Source: an optimization exercise on an open RTL-to-GDS flow (aim: small area and a short achievable clock period). Production flows keep margins and buffers that such runs may drop. Function was checked by simulation only, so behaviour that the tests miss may differ from the original. No activity file was given, so power comes from the tool's default toggle rates.

`design/flow/config.mk`:
```
export PLATFORM = sky130hd
export DESIGN_NAME = rvv_rt_xrf_wb_buffer
export DESIGN_NICKNAME = rvv_rt_xrf_wb_buffer
export VERILOG_FILES = /design/flow/design.v
export SDC_FILE = /design/flow/constraint.sdc
export NUM_CORES = 4
export LEC_CHECK = 0
export CAP_MARGIN = 20
export CORE_MARGIN = 2
export CORE_UTILIZATION = 40
export SLEW_MARGIN = 20
```
`design/flow/constraint.sdc`:
```
create_clock -name core_clock -period 5.5 [get_ports {clk}]
set_input_delay 1.1000 -clock core_clock [delete_from_list [all_inputs] [get_ports {clk}]]
set_output_delay 1.1000 -clock core_clock [all_outputs]
set_load 0.01 [all_outputs]
```
`design/flow/design.v`:
```
module rvv_rt_xrf_wb_buffer #(
   parameter int unsigned NUM_RT = 4,
   parameter int unsigned NUM_WP = 2,
   parameter int unsigned DEPTH  = 8,
   parameter int unsigned XLEN   = 32,
   parameter int unsigned AW     = 5
) (
   input  logic                   clk,
   input  logic                   rst,
   input  logic [NUM_RT-1:0]      rt_valid,
   input  logic [NUM_RT*AW-1:0]   rt_addr,
   input  logic [NUM_RT*XLEN-1:0] rt_data,
   output logic [NUM_RT-1:0]      rt_ready,
   output logic [NUM_WP-1:0]      wp_valid,
   output logic [NUM_WP*AW-1:0]   wp_addr,
   output logic [NUM_WP*XLEN-1:0] wp_data,
   input  logic [NUM_WP-1:0]      wp_ready,
   output logic                   buf_empty,
   output logic                   buf_full
   ,
   output logic [$clog2(DEPTH+1)-1:0] stat_max_occ,
   output logic [31:0]                stat_full_stall
);
   localparam int unsigned PW = (DEPTH > 1) ? $clog2(DEPTH) : 1;
   localparam int unsigned CW = $clog2(DEPTH + 1);
   typedef logic [PW-1:0] ptr_t;
   typedef logic [CW-1:0] cnt_t;
   function automatic logic [PW-1:0] ptr_add(input logic [PW-1:0] p, input logic [31:0] n);
      logic [31:0] s;
      s = 32'(p) + n;
      s = (s >= DEPTH) ? (s - DEPTH) : s;
      ptr_add = s[PW-1:0];
   endfunction
   logic [DEPTH-1:0][AW-1:0]   mem_addr_q;
   logic [DEPTH-1:0][AW-1:0]   mem_addr_d;
   logic [DEPTH-1:0][XLEN-1:0] mem_data_q;
   logic [DEPTH-1:0][XLEN-1:0] mem_data_d;
   ptr_t rd_ptr_q, rd_ptr_d;
   ptr_t wr_ptr_q, wr_ptr_d;
   cnt_t count_q, count_d;
   cnt_t space_d;
   cnt_t push_s, pop_s;
   logic [NUM_RT-1:0]      rt_ready_q, rt_ready_d;
   logic                   empty_q, empty_d;
   logic                   full_q, full_d;
   logic [NUM_WP-1:0]      wp_valid_s;
   logic [NUM_WP*AW-1:0]   wp_addr_s;
   logic [NUM_WP*XLEN-1:0] wp_data_s;
   logic [NUM_WP-1:0][AW-1:0] cand_addr_s;
   always_comb begin
      mem_addr_d = mem_addr_q;
      mem_data_d = mem_data_q;
      wr_ptr_d   = wr_ptr_q;
      push_s     = '0;
      for (int unsigned i = 0; i < NUM_RT; i++) begin
         logic store;
         store = rt_valid[i] & rt_ready_q[i] & (rt_addr[i*AW +: AW] != '0);
         if (store) begin
            mem_addr_d[wr_ptr_d] = rt_addr[i*AW +: AW];
            mem_data_d[wr_ptr_d] = rt_data[i*XLEN +: XLEN];
            wr_ptr_d             = ptr_add(wr_ptr_d, 32'd1);
            push_s               = push_s + cnt_t'(1);
         end else begin
            push_s = push_s;
         end
      end
   end
   always_comb begin
      logic stall;
      stall      = 1'b0;
      wp_valid_s = '0;
      wp_addr_s  = '0;
      wp_data_s  = '0;
      for (int unsigned j = 0; j < NUM_WP; j++) begin
         ptr_t cp;
         cp                          = ptr_add(rd_ptr_q, j);
         cand_addr_s[j]              = mem_addr_q[cp];
         wp_addr_s[j*AW +: AW]       = mem_addr_q[cp];
         wp_data_s[j*XLEN +: XLEN]   = mem_data_q[cp];
         for (int unsigned k = 0; k < j; k++) begin
            stall = stall | (cand_addr_s[k] == cand_addr_s[j]);
         end
         wp_valid_s[j] = (cnt_t'(j) < count_q) & ~stall;
      end
   end
   always_comb begin
      logic run;
      run   = 1'b1;
      pop_s = '0;
      for (int unsigned j = 0; j < NUM_WP; j++) begin
         run   = run & wp_valid_s[j] & wp_ready[j];
         pop_s = pop_s + (run ? cnt_t'(1) : cnt_t'(0));
      end
      rd_ptr_d = ptr_add(rd_ptr_q, 32'(pop_s));
      count_d  = count_q + push_s - pop_s;
      space_d  = cnt_t'(DEPTH) - count_d;
      for (int unsigned i = 0; i < NUM_RT; i++) begin
         rt_ready_d[i] = (space_d > cnt_t'(i));
      end
      empty_d = (count_d == '0);
      full_d  = (count_d == cnt_t'(DEPTH));
   end
   always_ff @(posedge clk) begin
      if (rst) begin
         rd_ptr_q   <= '0;
         wr_ptr_q   <= '0;
         count_q    <= '0;
         rt_ready_q <= '1;
         empty_q    <= 1'b1;
         full_q     <= 1'b0;
      end else begin
         rd_ptr_q   <= rd_ptr_d;
         wr_ptr_q   <= wr_ptr_d;
         count_q    <= count_d;
         rt_ready_q <= rt_ready_d;
         empty_q    <= empty_d;
         full_q     <= full_d;
      end
   end
   always_ff @(posedge clk) begin
      if (!rst) begin
         mem_addr_q <= mem_addr_d;
         mem_data_q <= mem_data_d;
      end
   end
   assign rt_ready     = rt_ready_q;
   assign wp_valid     = wp_valid_s;
   assign wp_addr      = wp_addr_s;
   assign wp_data      = wp_data_s;
   assign buf_empty    = empty_q;
   assign buf_full     = full_q;
   cnt_t        max_occ_q, max_occ_d;
   logic [31:0] full_stall_q, full_stall_d;
   always_comb begin
      max_occ_d    = (count_d > max_occ_q) ? count_d : max_occ_q;
      full_stall_d = (full_q && rt_valid[0] && (full_stall_q != '1)) ?
                     (full_stall_q + 32'd1) : full_stall_q;
   end
   always_ff @(posedge clk) begin
      if (rst) begin
         max_occ_q    <= '0;
         full_stall_q <= '0;
      end else begin
         max_occ_q    <= max_occ_d;
         full_stall_q <= full_stall_d;
      end
   end
   assign stat_max_occ    = max_occ_q;
   assign stat_full_stall = full_stall_q;
endmodule
```
`design/flow/run.sh`:
```
#!/bin/bash
# synth_recipe.tcl (not shown) runs the flow's synth.tcl, then flattens the netlist and writes it again
# the make line also repeats each setting of config.mk as NAME=value (left out here)
make -C /OpenROAD-flow-scripts/flow DESIGN_CONFIG=/design/flow/config.mk WORK_HOME=/design/flow/orfs CLKGATE_MAP_FILE= SYNTH_SCRIPT=/design/flow/synth_recipe.tcl finish
```
==> summary.txt <==
- Post-Syn Nets: roughly 3000
- Filler cells: between 6000 and 7000
- Top cell type's share of synthesized area: between 30 and 40%
- Final core occ: around 50%
- EDFF count, synth: between 200 and 300
- GRT Overall Usage: between 30% and 40%
- Routed vias: 31400
- Switching share of power: a little over two fifths
- Psw: roughly 9.7 mW
- Global-route wire length before repair: between 200000 and 250000 microns
- Top Ports: between 200 and 300
- Clk_skew: approximately 17 ps
- Worst Max-Slew Pin Slew: ~1200 ps
- Final WS setup: around 180 ps
- Clock transition at the registers of the reported paths: ~60 ps
- Root buf cell: clkbuf_16
- PortBufs: roughly 270
- Synth unique cells: 81
- Final setup viols: 0
- Initial core utilization: about two fifths
- Area Growth Syn to Fin: 24.2%
- Antenna viol nets, final: 0
- Placed cell areas: ~35000 sq um
- Largest cells by area after synthesis: edfxtp_1 (30%), mux4_2 (11%), a22oi_1 (8.7%)
- Area of the multi-input gates: between 15000 and 20000 sq um
- Clock sink total: about 350
- CP Launch Type: register
- Simple-Gate Fraction of Synth Area: 8.29%
- Worst setup EP type: register
- Crit share post-route: 96.8%
- Max frequency: 188 MHz
- Comb pwr share: 62.6%
- Post-CTS Hold Buffers: 0
- Post-synthesis sequential area ratio: around a third
- Lkg Pwr: between 10 and 15 nW
- Clock buffer depth: 3
- Crit path max fanout: 7
- Post-synthesis mux area share: between 10% and 20%
- Die Ht: 275 microns
- Worst reg2reg path depth: 23
- P per Cell Area: about 630 nW/um^2
- Max-slew violations: 0
- HPWL Detailed: 91200 microns
- Storage cell area: ~10000 sq um
- Routed length per instance: 36.5 microns
- WP data arrival: between 5000 and 6000 ps
- Synth area leader: edfxtp_1
- Flops & latches, synth: approximately 350
- Post-synthesis compound-gate area fraction: a little under a third
- Largest net degree at the start of global routing: approximately 160
- Max_slew headroom: a little over a fifth
- Die width: 275 microns
- Flop pwr share: between 20% and 30%
- Initial detailed-routing violation count: between 5000 and 6000
- Post-route design area: ~36000 sq um
- Clock latency at the later pin of the worst-skew pair: 620 ps
- Antenna violations before repair: 2
- Vias per std cell: slightly below 8
- Core Footprint: just over 70000 sq um
- GRT overflow: 0
- Post-Syn Area: 29300 sq um
- Number of remaining DRC errors: 0
- CTS buffer count: 46
- DR pass1 iterations: 9
- VDD IR-drop max: ~0.00044 V
- Hold Crit Depth: 2
- Htree depth: 2
- Synth Area in Adders: between 2 and 2.5%
- GP Congestion: between 0.9 and 1
- Worst Path Required: between 6000 and 7000 ps
- Die area: ~75000 sq um
- Number of global-route vias before repair: about 31000
- Min Tclk post-route: 5320 ps
- Cell Int Power: 13.1 mW
- Post-synth top flop: edfxtp_1
- Max-cap violations: 0
- Fraction of layout cells with a size suffix above 1: around a quarter
- Largest family of logic cells by synthesized area: compound AO/OA/AOI/OAI gates
- ANT cells: 0
- Mean Syn Cell Area: around 10 sq um
- CTS tree: yes
- Pre-CTS WS: -227 ps
- Status: timing/DRC/antenna clean
- Critical path class: register to register
- Synth Warn #: 1
- Row cnt: 99
- Asr flop ratio synth: 0%
- Nets: roughly 3300
- HP Class: register to register
- Hold Vio Cnt, Final: 0
- Synth Area in XOR/XNOR: under 10%
- Detailed-route wire length: 148000 microns
- Cells after Synth: 2822
- Power share of the clock group: 14.5%
## layout by cell type (no fill, tap or decap), drive strengths merged, types with 52 or more instances in the layout
cell	instances
a22oi	340
buf	298
edfxtp	296
clkdlybuf4s50	272
a22o	194
o21ai	180
mux4	148
mux2	130
a32o	115
nand2	115
nor2	97
o22ai	96
inv	84
a32oi	65
o2bb2ai	64
clkbuf	61
dfxtp	52
## critical path: stages (launching register included)
cell      delay (ps)
dfxtp_4          350
ha_4             350
buf_6            170
mux4_2           500
mux2_2           300
xor2_1           150
nor2_2           210
a21oi_1          120
and3_1           200
ha_1             320
ha_1             280
inv_1             60
ha_1             150
inv_1             60
fa_1             560
inv_1             70
ha_1             280
nor2b_1          140
o21ai_0          100
nand2b_1          90
a21oi_1           80
a41o_2           280
buf_4            150
a211oi_1         240
## cell type report
class | instances | area share (%)
Sequential cell | 348 | 27.3
Multi-Input combinational cell | 2014 | 49.1
Clock buffer | 61 | 3.67
Tap cell | 959 | 3.30
Inverter | 83 | 0.873
Timing Repair Buffer | 570 | 15.0
Clock inverter | 25 | 0.753
## final timing paths
kind | from | endpoint | slack, ps
max reg2reg | rd_ptr_q[0] | max_occ_q[1] | 180
min reg2reg | max_occ_q[3] | max_occ_q[3] | 500
min | max_occ_q[3] | max_occ_q[3] | 500
max | rd_ptr_q[0] | max_occ_q[1] | 180
## cell usage after synthesis (38+ instances only)
cell and n:
inv_1 81, edfxtp_1 296, nand4_1 45, a22oi_1 340, o2bb2ai_1 64, o21ai_0 146
nand2_1 115, buf_2 50, a32oi_1 64, a22o_1 194, ha_1 45, clkbuf_1 279
buf_1 38, dfxtp_1 52, a32o_1 115, o22ai_1 96, nor2_1 95, mux4_2 148
mux2_2 130
## what timing repair did
item                       in CTS  in global routing
buffers inserted                0                  8
gates resized for setup         0                  6
setup endpoints to repair       0                  4
## through the flow
stage	total power, mW	std cells	hold WS, ps	setup TNS, ps
final	22.8	4060	505	0
after global routing	23.7	4060	544	-17.9
after CTS	22.2	4052	503	0
after detailed placement	18.9	3966	492	-8700
after global placement	18.6	3966	481	-4870
after floorplan	13.4	2822	501	-106440
## registers in the layout, summed over array words and instances, names as in the netlist
signal / flops
wr_ptr_q: 3
mem_addr_q: 40
empty_q: 1
max_occ_q: 4
count_q: 4
mem_data_q: 256
full_q: 1
rt_ready_q: 4
rd_ptr_q: 3
full_stall_q: 32
## power groups by stage
| stage | logic, mW | clock network, mW | registers (mW) |
|---|---|---|---|
| after floorplan | 8.58 | 0 | 4.84 |
| after global placement | 13.4 | 0 | 5.16 |
| after detailed placement | 13.7 | 0 | 5.21 |
| after CTS | 13.8 | 3.31 | 5.18 |
| after global routing | 15.0 | 3.42 | 5.31 |
| final | 14.3 | 3.32 | 5.23 |
## routing by layer
| layer | wire length [microns] | vias to the layer above | part of all wire (%) | GRT usage (%) |
|---|---|---|---|---|
| met5 | 95 | - | 0.064 | 0.940 |
| li1 | - | 12200 | - | - |
| met2 | 62800 | 3184 | 42 | 56.8 |
| met4 | 10800 | 9 | 7.3 | 21.9 |
| met1 | 51100 | 15200 | 34 | 46.6 |
| met3 | 23600 | 873 | 16 | 15.0 |
## logic make-up after synthesis
kind of cell    Yosys count
compound gates         1176
buf+inv                 460
simple gates            447
flops                   348
mux                     298
fa+ha+maj                48
xor+xnor                 45

[static timing again, ports no longer ideal]
The results above use ideal ports. As a check the final layout listed here was re-extracted and re-timed, cells and wires unchanged.
Step 1 (the two cells are an assumption about what drives the block):
set clk [get_ports {clk}]
set_driving_cell -lib_cell sky130_fd_sc_hd__clkbuf_16 $clk
set_driving_cell -lib_cell sky130_fd_sc_hd__buf_2 [delete_from_list [all_inputs] $clk]
Step 2 adds t to the input delays and takes it off the output delays; t is the mean of the earliest and latest rising clock arrival at the registers after step 1. Input paths then give back, and output paths get back, about the clock's delay inside the block.
Three values: ideal, step 1, step 2; two values: the first two.
shift t [ns]: 0.674
slack for setup (ns): 0.178 / 0.178 / -0.298
hold slack, ns: 0.505 / 0.505 / 0.505
worst setup path at the end: input to register
Met with ideal ports but missed after step 2: setup timing in this run. For this run, drivers alone change the setup slack by 0.000 ns; drivers and shift together by -0.476 ns.
